This design comes from an exercise in tuning for small area and a short achievable clock period on the open sky130 flow, not from production work. Only simulation tests tie the RTL to the original design; equivalence was not proved. The flow treats the clock pin as an ideal source, which a real chip does not have.

Setup of alpha:
Design pe_dot_unit, start of the top module:
module pe_dot_unit (
  input  logic                clock,
  input  logic                i_arst_n,
  input  logic [7:0][7:0]     i_feature,
  input  logic [7:0][7:0]     i_filter,
  output logic signed [17:0]  o_result
);
  logic sgn_1;
  logic sgn_2;
  logic sgn_3;
  logic sgn_4;
  logic sgn_5;
  logic sgn_6;
  logic sgn_7;
  logic sgn_8;
  logic two_9;
  logic neg_10;
  logic i_filter0_0_q1;
  logic i_feature0_0_q1;
  logic neg_10_q1;
  logic pp_11;
  logic i_feature0_1_q1;
  logic two_9_q1;
  logic sn_12;
  logic pp_13;
  logic i_feature0_2_q1;
  logic sn_14;
  logic pp_15;
  logic i_feature0_3_q1;
  logic sn_16;
  logic pp_17;
  logic i_feature0_4_q1;
  logic sn_18;
  logic pp_19;
  logic i_feature0_5_q1;
  logic sn_20;
  logic pp_21;
  logic i_feature0_6_q1;
  logic sn_22;
  logic pp_23;
  logic pp_24;
  logic nneg_25;
  logic one_26;
  logic two_27;
  logic neg_28;
  logic one_26_q1;
  logic neg_28_q1;
  logic pp_29;
  logic two_27_q1;
  logic sn_30;
  logic pp_31;
  logic sn_32;
  logic pp_33;
  logic sn_34;
  ...
Size: roughly 1,500 cells after synthesis, about 400 flip-flops, roughly 150 I/O pins, about 20,000 um2 of cells after synthesis.
Settings: LEC_CHECK=0, CAP_MARGIN=20, CORE_MARGIN=2, CORE_UTILIZATION=40, CTS_CLUSTER_DIAMETER=100, CTS_CLUSTER_SIZE=26, SETUP_SLACK_MARGIN=2.6, SLEW_MARGIN=20, SYNTH_HIERARCHICAL=1, SYNTH_MINIMUM_KEEP_SIZE=0, BUFFER_PORTS_ARGS=-buffer_cell sky130_fd_sc_hd__buf_1, POST_CTS_TCL=/design/flow/flow/skew.tcl, SKEW_SPEC=2 0.43 3 0.91 4 0.94, SKEW_GROUP=24, SKIP_CTS_REPAIR_TIMING=1, REMOVE_ABC_BUFFERS=1; clock period 4.7 ns.
standard.sh (not shown) runs the stock make flow with config.mk's settings and CLKGATE_MAP_FILE= SYNTH_SCRIPT=/design/flow/synth_recipe.tcl, a recipe that flattens the netlist after the stock synthesis.
==> flow/flow/run.sh <==
#!/bin/bash
set -e
cd "$(dirname "$0")/.."
W=$(pwd)
{
  echo "export BUFFER_PORTS_ARGS = -buffer_cell sky130_fd_sc_hd__buf_1"
  echo "export POST_CTS_TCL = $W/flow/skew.tcl"
  echo "export SKEW_SPEC = 2 0.43 3 0.91 4 0.94"
  echo "export SKEW_GROUP = 24"
  echo "export SKIP_CTS_REPAIR_TIMING = 1"
  echo "export REMOVE_ABC_BUFFERS = 1"
} >> config.mk
bash standard.sh > standard.log 2>&1
==> flow/flow/skew.tcl <==

proc skew_log { msg } { puts "SKEW: $msg" }

# this file may be sourced inside a proc (the ORFS hook); keep its state global
global skew_block skew_db skew_group skew_rootnet skew_chain skew_chainnets

set skew_block [ord::get_db_block]
set skew_db [ord::get_db]
set skew_leaf_master [$skew_db findMaster sky130_fd_sc_hd__clkbuf_8]
set skew_drv_master [$skew_db findMaster sky130_fd_sc_hd__clkbuf_16]
set skew_dly_masters [list \
  [$skew_db findMaster sky130_fd_sc_hd__clkdlybuf4s50_1] \
  [$skew_db findMaster sky130_fd_sc_hd__clkdlybuf4s25_1] \
  [$skew_db findMaster sky130_fd_sc_hd__clkdlybuf4s15_1]]
set skew_group $::env(SKEW_GROUP)

# clock root buffer: the one cell on the clock port's net
set skew_portnet [[$skew_block findBTerm clock] getNet]
set skew_root ""
foreach it [$skew_portnet getITerms] { set skew_root [$it getInst] }
set skew_rootnet [[$skew_root findITerm X] getNet]
set skew_rootloc [$skew_root getLocation]
skew_log "root [$skew_root getName] net [$skew_rootnet getName]"

proc skew_clk_iterm { inst } {
  foreach it [$inst getITerms] {
    if { [[$it getMTerm] getName] == "CLK" } { return $it }
  }
  return ""
}

proc skew_arrival { insts } {
  set sum 0.0
  set n 0
  foreach inst $insts {
    set p [get_pins -of_objects [get_cells [$inst getName]] -filter "name==CLK"]
    set a [get_property $p arrival_max_rise]
    set sum [expr { $sum + $a }]
    incr n
  }
  if { $n == 0 } { return 0.0 }
  return [expr { $sum / $n }]
}

# split a list of insts into groups of at most skew_group by coordinate bisection
proc skew_split { insts } {
  global skew_group
  if { [llength $insts] <= $skew_group } { return [list $insts] }
  set xs {}
  set ys {}
  foreach i $insts {
    lassign [$i getLocation] x y
    lappend xs $x
    lappend ys $y
  }
  set dx [expr { [tcl::mathfunc::max {*}$xs] - [tcl::mathfunc::min {*}$xs] }]
  set dy [expr { [tcl::mathfunc::max {*}$ys] - [tcl::mathfunc::min {*}$ys] }]
  set idx [expr { $dx >= $dy ? 0 : 1 }]
  set keyed {}
  foreach i $insts { lappend keyed [list [lindex [$i getLocation] $idx] $i] }
  set sorted {}
  foreach k [lsort -integer -index 0 $keyed] { lappend sorted [lindex $k 1] }
  set half [expr { [llength $sorted] / 2 }]
  return [concat [skew_split [lrange $sorted 0 [expr { $half - 1 }]]] \
    [skew_split [lrange $sorted $half end]]]
}

proc skew_centroid { insts } {
  set sx 0
  set sy 0
  foreach i $insts {
    lassign [$i getLocation] x y
    incr sx $x
    incr sy $y
  }
  set n [llength $insts]
  return [list [expr { $sx / $n }] [expr { $sy / $n }]]
}

proc skew_place { inst loc } {
  $inst setLocation [lindex $loc 0] [lindex $loc 1]
  $inst setPlacementStatus PLACED
}

proc skew_build_chain { r drv cells flops } {
  global skew_block skew_rootnet
  [$drv findITerm A] disconnect
  foreach c $::skew_chain { odb::dbInst_destroy $c }
  foreach n $::skew_chainnets { odb::dbNet_destroy $n }
  set ::skew_chain {}
  set ::skew_chainnets {}
  set prev $skew_rootnet
  set j 0
  foreach m $cells {
    set c [odb::dbInst_create $skew_block $m "skew_r${r}_dly_$j"]
    skew_place $c [skew_centroid $flops]
    [$c findITerm A] connect $prev
    set nn [odb::dbNet_create $skew_block "skew_r${r}_chain_$j"]
    $nn setSigType CLOCK
    [$c findITerm X] connect $nn
    set prev $nn
    lappend ::skew_chain $c
    lappend ::skew_chainnets $nn
    incr j
  }
  [$drv findITerm A] connect $prev
}

set skew_ranks {}
foreach {r d} $::env(SKEW_SPEC) { dict set skew_ranks $r $d }
set skew_ref {}
set skew_byrank [dict create]
foreach inst [$skew_block getInsts] {
  if { ![string match "*df*" [[$inst getMaster] getName]] } { continue }
  set r 0
  regexp {_q([0-9]+)\$} [$inst getName] -> r
  if { [dict exists $skew_ranks $r] } {
    dict lappend skew_byrank $r $inst
  } else {
    lappend skew_ref $inst
  }
}
estimate_parasitics -placement
set skew_refarr [skew_arrival $skew_ref]
skew_log "reference arrival [format %.3f $skew_refarr] over [llength $skew_ref] registers"

set skew_oldnets {}
set skew_uid 0
dict for {r d} $skew_ranks {
  if { ![dict exists $skew_byrank $r] } { continue }
  set flops [dict get $skew_byrank $r]
  set drvnet [odb::dbNet_create $skew_block "skew_r${r}_trunk"]
  $drvnet setSigType CLOCK
  set k 0
  foreach grp [skew_split $flops] {
    set leaf [odb::dbInst_create $skew_block $skew_leaf_master "skew_r${r}_leaf_$k"]
    skew_place $leaf [skew_centroid $grp]
    set lnet [odb::dbNet_create $skew_block "skew_r${r}_leafnet_$k"]
    $lnet setSigType CLOCK
    [$leaf findITerm A] connect $drvnet
    [$leaf findITerm X] connect $lnet
    foreach f $grp {
      set it [skew_clk_iterm $f]
      set on [$it getNet]
      if { $on != "NULL" } { lappend skew_oldnets $on }
      $it disconnect
      $it connect $lnet
    }
    incr k
  }
  set drv [odb::dbInst_create $skew_block $skew_drv_master "skew_r${r}_drv"]
  skew_place $drv [skew_centroid $flops]
  [$drv findITerm X] connect $drvnet
  skew_log "rank $r: [llength $flops] registers, $k leaf buffers"

  # delay chain from the root net to the trunk driver: try chains of growing
  # delay and keep the one whose skew comes closest to the requested delay
  set s15 [$skew_db findMaster sky130_fd_sc_hd__clkdlybuf4s15_1]
  set s18 [$skew_db findMaster sky130_fd_sc_hd__clkdlybuf4s18_1]
  set s25 [$skew_db findMaster sky130_fd_sc_hd__clkdlybuf4s25_1]
  set s50 [$skew_db findMaster sky130_fd_sc_hd__clkdlybuf4s50_1]
  set cands [list {} [list $s15] [list $s18] [list $s25] [list $s15 $s15] [list $s15 $s25] \
    [list $s50] [list $s25 $s25] [list $s50 $s15] [list $s50 $s25] [list $s50 $s50] \
    [list $s50 $s50 $s15] [list $s50 $s50 $s25] [list $s50 $s50 $s50]]
  set ::skew_chain {}
  set ::skew_chainnets {}
  set best {}
  set bestdiff 1e9
  foreach cells $cands {
    skew_build_chain $r $drv $cells $flops
    estimate_parasitics -placement
    set got [expr { [skew_arrival $flops] - $skew_refarr }]
    skew_log "rank $r: chain of [llength $cells] cells gives skew [format %.3f $got] (want $d)"
    set diff [expr { abs($got - $d) }]
    if { $diff < $bestdiff } {
      set bestdiff $diff
      set best $cells
    }
    if { $got > $d + 0.15 } { break }
  }
  skew_build_chain $r $drv $best $flops
}

# clock buffers left without sinks
foreach n [lsort -unique $skew_oldnets] {
  set sinks 0
  set drv ""
  foreach it [$n getITerms] {
    if { [$it isOutputSignal] } { set drv [$it getInst] } else { incr sinks }
  }
  if { $sinks == 0 && $drv != "" } {
    skew_log "removing idle clock buffer [$drv getName]"
    odb::dbInst_destroy $drv
    odb::dbNet_destroy $n
  }
}

detailed_placement
check_placement -verbose
estimate_parasitics -placement
dict for {r d} $skew_ranks {
  if { [dict exists $skew_byrank $r] } {
    skew_log "rank $r final skew [format %.3f [expr { [skew_arrival [dict get $skew_byrank $r]] - [skew_arrival $skew_ref] }]]"
  }
}
report_clock_skew
alpha: full flow OK, the timing, DRC and antenna checks passed
--- input diff alpha..beta ---
-- flow/flow/skew.tcl --
<<< alpha, line 2
proc skew_log { msg } { puts "SKEW: $msg" }

# this file may be sourced inside a proc (the ORFS hook); keep its state global
global skew_block skew_db skew_group skew_rootnet skew_chain skew_chainnets

>>> beta, line 2
proc skew_log { msg } { puts "SKEW: $msg" }

--- outcome ---
clock tree synthesis: beta exited with error. Comparing beta against alpha, there is no change at all in post-synthesis instance area. alpha and beta ended up with roughly the same adder-cell share of the synthesized area. As far as total placed cells including tap cells goes, beta and alpha are indistinguishable; the numbers are identical. Share of flip-flops with an asynchronous set or reset after synthesis: alpha vs beta identical. Re horizontal extent of the die: no difference whatsoever between beta and alpha. Number of flops mapped to enable cells by yosys: alpha vs beta identical. Diff beta..alpha | weighted congestion at the end of routability-driven global placement | unchanged. Synthesized cell count came out exactly the same in beta and alpha. alpha -> beta: number of clock sinks seen by CTS delta 0, exact match. From beta to alpha, sequential fraction of the synthesis area did not move at all.

[port drivers added, routing unchanged]
The flow's constraints put no driver on any port. The routed layout listed below was extracted and timed again, unchanged, in two steps.
Step 1 assumes that a clkbuf_16 drives the clock port and a buf_2 every other input.
Step 2, shift: input delay + t, output delay - t, t = (earliest + latest rising clock arrival at the registers) / 2. This alone moves slack from input paths to output paths.
Slacks: ideal ports / drivers / drivers and shift; pairs: ideal ports / drivers.
run: alpha
shift t [ns]: 1.038
slack for setup (ns): 2.616 / 2.616 / 2.319
worst hold slack (ns): 0.170 / 0.170 / 0.170
worst setup path after step 2: input to register
latest minus earliest clock arrival (ns): 0.954 / 0.953
worst register clock-pin slew, ns: 0.10 / 0.10
In alpha the clock reaches the registers at very different times; t lies between them, and the last value is a rough guide only. The setup slack of alpha moves by 0.000 ns with the drivers and by -0.297 ns with both steps.
